This design comes from an exercise in tuning for small area, a short achievable clock period and few clock cycles per item on the open sky130 flow, not from production work. At most, simulation tests tie the RTL to the original design; equivalence was not proved.

==> inputs of run a <==
==> flow/design.v <==
module milestone_mac_array #(
    parameter int NUM_CH    = 3,
    parameter int DATA_W    = 16,
    parameter int COEF_W    = 16,
    parameter int ACC_W     = 32,
    parameter int NUM_TAPS  = 6,
    parameter int OUT_SHIFT = 8,
    parameter int OUT_W     = 8
) (
    input  logic                     Clock_50,
    input  logic                     Resetn,
    input  logic                     start,
    input  logic                     clear,
    input  logic [ACC_W-1:0]         init_value,
    input  logic                     in_valid,
    output logic                     in_ready,
    input  logic [NUM_CH*DATA_W-1:0] sample,
    input  logic [NUM_CH*COEF_W-1:0] coef,
    input  logic                     subtract,
    output logic                     out_valid,
    input  logic                     out_ready,
    output logic [NUM_CH*ACC_W-1:0]  acc_raw,
    output logic [NUM_CH*OUT_W-1:0]  result,
    output logic                     busy
);
    localparam int CNT_W = $clog2(NUM_TAPS);
    localparam logic signed [ACC_W-1:0] RES_MAX = ACC_W'((64'd1 << OUT_W) - 64'd1);
    logic             busy_q;
    logic             acc_st_q;    
    logic             out_st_q;    
    logic [CNT_W-1:0] tap_cnt_q;
    logic accept;
    logic last_beat;
    assign in_ready  = acc_st_q;
    assign out_valid = out_st_q;
    assign busy      = busy_q;
    assign accept    = in_valid && acc_st_q;
    assign last_beat = (tap_cnt_q == CNT_W'(NUM_TAPS - 1));
    always_ff @(posedge Clock_50 or negedge Resetn) begin
        if (!Resetn) begin
            busy_q    <= 1'b0;
            acc_st_q  <= 1'b0;
            out_st_q  <= 1'b0;
            tap_cnt_q <= '0;
        end else if (clear || (out_st_q && out_ready)) begin
            busy_q    <= 1'b0;
            acc_st_q  <= 1'b0;
            out_st_q  <= 1'b0;
        end else if (!busy_q) begin
            if (start) begin
                busy_q    <= 1'b1;
                acc_st_q  <= 1'b1;
                tap_cnt_q <= '0;
            end
        end else if (accept) begin
            tap_cnt_q <= tap_cnt_q + 1'b1;
            if (last_beat) begin
                acc_st_q <= 1'b0;
                out_st_q <= 1'b1;
            end
        end
    end
    localparam int NPP = COEF_W / 2;
    localparam logic [63:0] BSUM = (((64'd1 << (2 * NPP)) - 64'd1) / 64'd3) << DATA_W;
    localparam logic [ACC_W-1:0] BIAS = ACC_W'(64'd0 - BSUM);
    for (genvar c = 0; c < NUM_CH; c++) begin : g_ch
        logic signed [DATA_W-1:0] a;
        logic        [COEF_W:0]   bz;      
        logic signed [ACC_W-1:0]  acc_q;
        logic signed [ACC_W-1:0]  base;
        logic        [ACC_W-1:0]  rows [NPP];
        logic        [ACC_W-1:0]  negs;
        logic signed [ACC_W-1:0]  shifted;
        logic [OUT_W-1:0]         res_ch;
        assign a  = $signed(sample[c*DATA_W +: DATA_W]);
        assign bz = {coef[c*COEF_W +: COEF_W], 1'b0};
        assign base = busy_q ? acc_q : $signed(init_value);
        always_comb begin
            negs = '0;
            for (int j = 0; j < NPP; j++) begin
                logic       one, two, neg;
                logic [DATA_W:0] m, x;
                one = accept & (bz[2*j+1] ^ bz[2*j]);
                two = accept & ((bz[2*j+2] & ~bz[2*j+1] & ~bz[2*j]) |
                                (~bz[2*j+2] & bz[2*j+1] & bz[2*j]));
                neg = accept & (bz[2*j+2] ^ subtract);
                m = ({(DATA_W+1){one}} & {a[DATA_W-1], a}) |
                    ({(DATA_W+1){two}} & {a, 1'b0});
                x = m ^ {(DATA_W+1){neg}};
                rows[j] = ACC_W'({~x[DATA_W], x[DATA_W-1:0]}) << (2 * j);
                negs[2*j] = neg;
            end
        end
        always_ff @(posedge Clock_50) begin
            acc_q <= base + rows[0] + rows[1] + rows[2] + rows[3] +
                     rows[4] + rows[5] + rows[6] + rows[7] + negs + BIAS;
        end
        always_comb begin
            shifted = acc_q >>> OUT_SHIFT;
            res_ch  = shifted[OUT_W-1:0];
            if (shifted < 0) begin
                res_ch = '0;
            end else if (shifted > RES_MAX) begin
                res_ch = '1;
            end
        end
        assign acc_raw[c*ACC_W +: ACC_W] = acc_q;
        assign result[c*OUT_W +: OUT_W]  = res_ch;
    end
endmodule
==> flow/run.sh <==
#!/bin/bash
# synth_recipe.tcl (not shown) runs the flow's synth.tcl, then flattens the netlist and writes it again
# the make line also repeats each setting of config.mk as NAME=value (left out here)
make -C /OpenROAD-flow-scripts/flow DESIGN_CONFIG=/design/flow/config.mk WORK_HOME=/design/flow/orfs CLKGATE_MAP_FILE= SYNTH_SCRIPT=/design/flow/synth_recipe.tcl finish
==> flow/config.mk <==
export PLATFORM = sky130hd
export DESIGN_NAME = milestone_mac_array
export DESIGN_NICKNAME = milestone_mac_array
export VERILOG_FILES = /design/flow/design.v
export SDC_FILE = /design/flow/constraint.sdc
export NUM_CORES = 4
export LEC_CHECK = 0
export CAP_MARGIN = 20
export CORE_MARGIN = 2
export CORE_UTILIZATION = 40
export SLEW_MARGIN = 20
==> flow/constraint.sdc <==
create_clock -name core_clock -period 8.0 [get_ports {Clock_50}]
set_input_delay 1.6000 -clock core_clock [delete_from_list [all_inputs] [get_ports {Clock_50}]]
set_output_delay 1.6000 -clock core_clock [all_outputs]
set_load 0.01 [all_outputs]
==> run b (differences from run a) <==
==> flow/design.v, changed modules only <==
module milestone_mac_array #(
    parameter int NUM_CH    = 3,
    parameter int DATA_W    = 16,
    parameter int COEF_W    = 16,
    parameter int ACC_W     = 32,
    parameter int NUM_TAPS  = 6,
    parameter int OUT_SHIFT = 8,
    parameter int OUT_W     = 8
) (
    input  logic                     Clock_50,
    input  logic                     Resetn,
    input  logic                     start,
    input  logic                     clear,
    input  logic [ACC_W-1:0]         init_value,
    input  logic                     in_valid,
    output logic                     in_ready,
    input  logic [NUM_CH*DATA_W-1:0] sample,
    input  logic [NUM_CH*COEF_W-1:0] coef,
    input  logic                     subtract,
    output logic                     out_valid,
    input  logic                     out_ready,
    output logic [NUM_CH*ACC_W-1:0]  acc_raw,
    output logic [NUM_CH*OUT_W-1:0]  result,
    output logic                     busy
);
    localparam int CNT_W = $clog2(NUM_TAPS + 1);
    localparam int PROD_W = DATA_W + COEF_W;
    localparam logic signed [ACC_W-1:0] RES_MAX = ACC_W'((64'd1 << OUT_W) - 64'd1);
    typedef enum logic [1:0] {
        ST_IDLE  = 2'd0,
        ST_ACCUM = 2'd1,
        ST_DRAIN = 2'd2,
        ST_OUT   = 2'd3
    } state_t;
    state_t           state_q;
    logic [CNT_W-1:0] tap_cnt_q;
    logic             s1_valid_q;
    logic             s1_sub_q;
    logic accept;
    logic load_init;
    logic acc_update;
    assign in_ready  = (state_q == ST_ACCUM);
    assign out_valid = (state_q == ST_OUT);
    assign busy      = (state_q != ST_IDLE);
    assign accept     = in_valid && in_ready;
    assign load_init  = (state_q == ST_IDLE) && start && !clear;
    assign acc_update = s1_valid_q && !clear;
    always_ff @(posedge Clock_50 or negedge Resetn) begin
        if (!Resetn) begin
            state_q    <= ST_IDLE;
            tap_cnt_q  <= '0;
            s1_valid_q <= 1'b0;
            s1_sub_q   <= 1'b0;
        end else if (clear) begin
            state_q    <= ST_IDLE;
            s1_valid_q <= 1'b0;
        end else begin
            case (state_q)
                ST_IDLE: begin
                    s1_valid_q <= 1'b0;
                    if (start) begin
                        tap_cnt_q <= '0;
                        state_q   <= ST_ACCUM;
                    end
                end
                ST_ACCUM: begin
                    s1_valid_q <= accept;
                    if (accept) begin
                        s1_sub_q  <= subtract;
                        tap_cnt_q <= tap_cnt_q + 1'b1;
                        if (tap_cnt_q == CNT_W'(NUM_TAPS - 1)) begin
                            state_q <= ST_DRAIN;
                        end
                    end
                end
                ST_DRAIN: begin
                    s1_valid_q <= 1'b0;
                    if (!s1_valid_q) begin
                        state_q <= ST_OUT;
                    end
                end
                ST_OUT: begin
                    s1_valid_q <= 1'b0;
                    if (out_ready) begin
                        state_q <= ST_IDLE;
                    end
                end
                default: state_q <= ST_IDLE;
            endcase
        end
    end
    for (genvar c = 0; c < NUM_CH; c++) begin : g_ch
        logic signed [PROD_W-1:0] prod_full;
        logic signed [ACC_W-1:0]  prod_ext;
        logic signed [ACC_W-1:0]  prod_q;
        logic signed [ACC_W-1:0]  acc_q;
        logic signed [ACC_W-1:0]  acc_d;
        logic signed [ACC_W-1:0]  shifted;
        logic [OUT_W-1:0]         res_ch;
        assign prod_full = $signed(sample[c*DATA_W +: DATA_W]) * $signed(coef[c*COEF_W +: COEF_W]);
        assign prod_ext  = ACC_W'(prod_full);
        always_comb begin
            acc_d = acc_q;
            if (load_init) begin
                acc_d = $signed(init_value);
            end else if (acc_update) begin
                acc_d = s1_sub_q ? (acc_q - prod_q) : (acc_q + prod_q);
            end
        end
        always_ff @(posedge Clock_50 or negedge Resetn) begin
            if (!Resetn) begin
                prod_q <= '0;
                acc_q  <= '0;
            end else begin
                if (accept && !clear) begin
                    prod_q <= prod_ext;
                end
                acc_q <= acc_d;
            end
        end
        always_comb begin
            shifted = acc_q >>> OUT_SHIFT;
            res_ch  = shifted[OUT_W-1:0];
            if (shifted < 0) begin
                res_ch = '0;
            end else if (shifted > RES_MAX) begin
                res_ch = '1;
            end
        end
        assign acc_raw[c*ACC_W +: ACC_W] = acc_q;
        assign result[c*OUT_W +: OUT_W]  = res_ch;
    end
endmodule
==> run c (differences from run a) <==
==> flow/design.v, changed modules only <==
module milestone_mac_array #(
    parameter int NUM_CH    = 3,
    parameter int DATA_W    = 16,
    parameter int COEF_W    = 16,
    parameter int ACC_W     = 32,
    parameter int NUM_TAPS  = 6,
    parameter int OUT_SHIFT = 8,
    parameter int OUT_W     = 8
) (
    input  logic                     Clock_50,
    input  logic                     Resetn,
    input  logic                     start,
    input  logic                     clear,
    input  logic [ACC_W-1:0]         init_value,
    input  logic                     in_valid,
    output logic                     in_ready,
    input  logic [NUM_CH*DATA_W-1:0] sample,
    input  logic [NUM_CH*COEF_W-1:0] coef,
    input  logic                     subtract,
    output logic                     out_valid,
    input  logic                     out_ready,
    output logic [NUM_CH*ACC_W-1:0]  acc_raw,
    output logic [NUM_CH*OUT_W-1:0]  result,
    output logic                     busy
);
    localparam int CNT_W = $clog2(NUM_TAPS);
    localparam int NPP   = COEF_W / 2;
    localparam logic signed [ACC_W-1:0] RES_MAX = ACC_W'((64'd1 << OUT_W) - 64'd1);
    localparam logic [63:0] BSUM = (((64'd1 << (2 * NPP)) - 64'd1) / 64'd3) << DATA_W;
    localparam logic [ACC_W-1:0] BIAS = ACC_W'(64'd0 - BSUM);
    logic             busy_q;
    logic             acc_st_q;    
    logic             drain_q;     
    logic             out_st_q;    
    logic [CNT_W-1:0] tap_cnt_q;
    logic accept;
    logic take;
    logic last_beat;
    assign in_ready  = acc_st_q;
    assign out_valid = out_st_q;
    assign busy      = busy_q;
    assign accept    = in_valid && acc_st_q;
    assign take      = accept && !clear;
    assign last_beat = (tap_cnt_q == CNT_W'(NUM_TAPS - 1));
    always_ff @(posedge Clock_50 or negedge Resetn) begin
        if (!Resetn) begin
            busy_q    <= 1'b0;
            acc_st_q  <= 1'b0;
            drain_q   <= 1'b0;
            out_st_q  <= 1'b0;
            tap_cnt_q <= '0;
        end else if (clear || (out_st_q && out_ready)) begin
            busy_q    <= 1'b0;
            acc_st_q  <= 1'b0;
            drain_q   <= 1'b0;
            out_st_q  <= 1'b0;
        end else if (!busy_q) begin
            if (start) begin
                busy_q    <= 1'b1;
                acc_st_q  <= 1'b1;
                tap_cnt_q <= '0;
            end
        end else begin
            drain_q <= 1'b0;
            if (drain_q) out_st_q <= 1'b1;
            if (accept) begin
                tap_cnt_q <= tap_cnt_q + 1'b1;
                if (last_beat) begin
                    acc_st_q <= 1'b0;
                    drain_q  <= 1'b1;
                end
            end
        end
    end
    for (genvar c = 0; c < NUM_CH; c++) begin : g_ch
        logic [COEF_W:0]          bz;      
        logic [NPP-1:0]           one_d, two_d, neg_d;
        logic [NPP-1:0]           one_q, two_q, neg_q;
        logic signed [DATA_W-1:0] a_q;
        logic signed [ACC_W-1:0]  acc_q;
        logic        [ACC_W-1:0]  sum;
        logic        [ACC_W-1:0]  rows [NPP];
        logic        [ACC_W-1:0]  negs;
        logic signed [ACC_W-1:0]  shifted;
        logic [OUT_W-1:0]         res_ch;
        assign bz = {coef[c*COEF_W +: COEF_W], 1'b0};
        always_comb begin
            for (int j = 0; j < NPP; j++) begin
                one_d[j] = take & (bz[2*j+1] ^ bz[2*j]);
                two_d[j] = take & ((bz[2*j+2] & ~bz[2*j+1] & ~bz[2*j]) |
                                   (~bz[2*j+2] & bz[2*j+1] & bz[2*j]));
                neg_d[j] = take & (bz[2*j+2] ^ subtract);
            end
        end
        always_ff @(posedge Clock_50 or negedge Resetn) begin
            if (!Resetn) begin
                one_q <= '0;
                two_q <= '0;
                neg_q <= '0;
            end else begin
                one_q <= one_d;
                two_q <= two_d;
                neg_q <= neg_d;
            end
        end
        always_ff @(posedge Clock_50) begin
            a_q <= $signed(sample[c*DATA_W +: DATA_W]);
        end
        always_comb begin
            negs = '0;
            for (int j = 0; j < NPP; j++) begin
                logic [DATA_W:0] m, x;
                m = ({(DATA_W+1){one_q[j]}} & {a_q[DATA_W-1], a_q}) |
                    ({(DATA_W+1){two_q[j]}} & {a_q, 1'b0});
                x = m ^ {(DATA_W+1){neg_q[j]}};
                rows[j] = ACC_W'({~x[DATA_W], x[DATA_W-1:0]}) << (2 * j);
                negs[2*j] = neg_q[j];
            end
        end
        assign sum = acc_q + rows[0] + rows[1] + rows[2] + rows[3] +
                     rows[4] + rows[5] + rows[6] + rows[7] + negs + BIAS;
        always_ff @(posedge Clock_50) begin
            acc_q <= busy_q ? sum : init_value;
        end
        always_comb begin
            shifted = acc_q >>> OUT_SHIFT;
            res_ch  = shifted[OUT_W-1:0];
            if (shifted < 0) begin
                res_ch = '0;
            end else if (shifted > RES_MAX) begin
                res_ch = '1;
            end
        end
        assign acc_raw[c*ACC_W +: ACC_W] = acc_q;
        assign result[c*OUT_W +: OUT_W]  = res_ch;
    end
endmodule
==> summary.txt <==
The lowest synthesized area belongs to run a, the highest to run b.
Critical path depth, highest first: run b, run a, run c.
The highest first-iteration DRC count belongs to run a, the lowest to run c.
The highest die area belongs to run b, the lowest to run a.
In run c the count of clock-buffer cells in the layout is higher than in run b, by 19.
Testbench counts of run a, summed over its fixed seeds: cycles 19,200, items 2,400.
Testbench counts of run b, summed over its fixed seeds: cycles 24,000, items 2,400.
No functional check of the RTL was part of run c.

==> re-timing with driven ports <==
The flow's constraints put no driver on any port. The routed layouts listed below were extracted and timed again, unchanged, in two steps. Step 1 (the two cells are an assumption about what drives the block):
set clk [get_ports {Clock_50}]
set_driving_cell -lib_cell sky130_fd_sc_hd__clkbuf_16 $clk
set_driving_cell -lib_cell sky130_fd_sc_hd__buf_2 [delete_from_list [all_inputs] $clk]
Step 2 times the ports against the registers' clock, not the clock port: input delays grow and output delays shrink by t, the midpoint of the rising clock arrivals with the driver on. a / b / c = no drivers / after step 1 / after step 2; a / b = the first two.
run	shift t [ns]	setup slack, ns	worst slew at a driven data input, ns
run a	0.467	0.345 / 0.380 / -0.087	0.14
run b	0.528	0.299 / 0.334 / -0.193	0.08
run c	0.665	1.991 / 1.991 / 1.991	0.12
Met with ideal ports but missed after step 2: setup timing in run a and run b. The setup slack of run b, which loses most, moves by +0.035 ns with the drivers and by -0.492 ns with both steps.
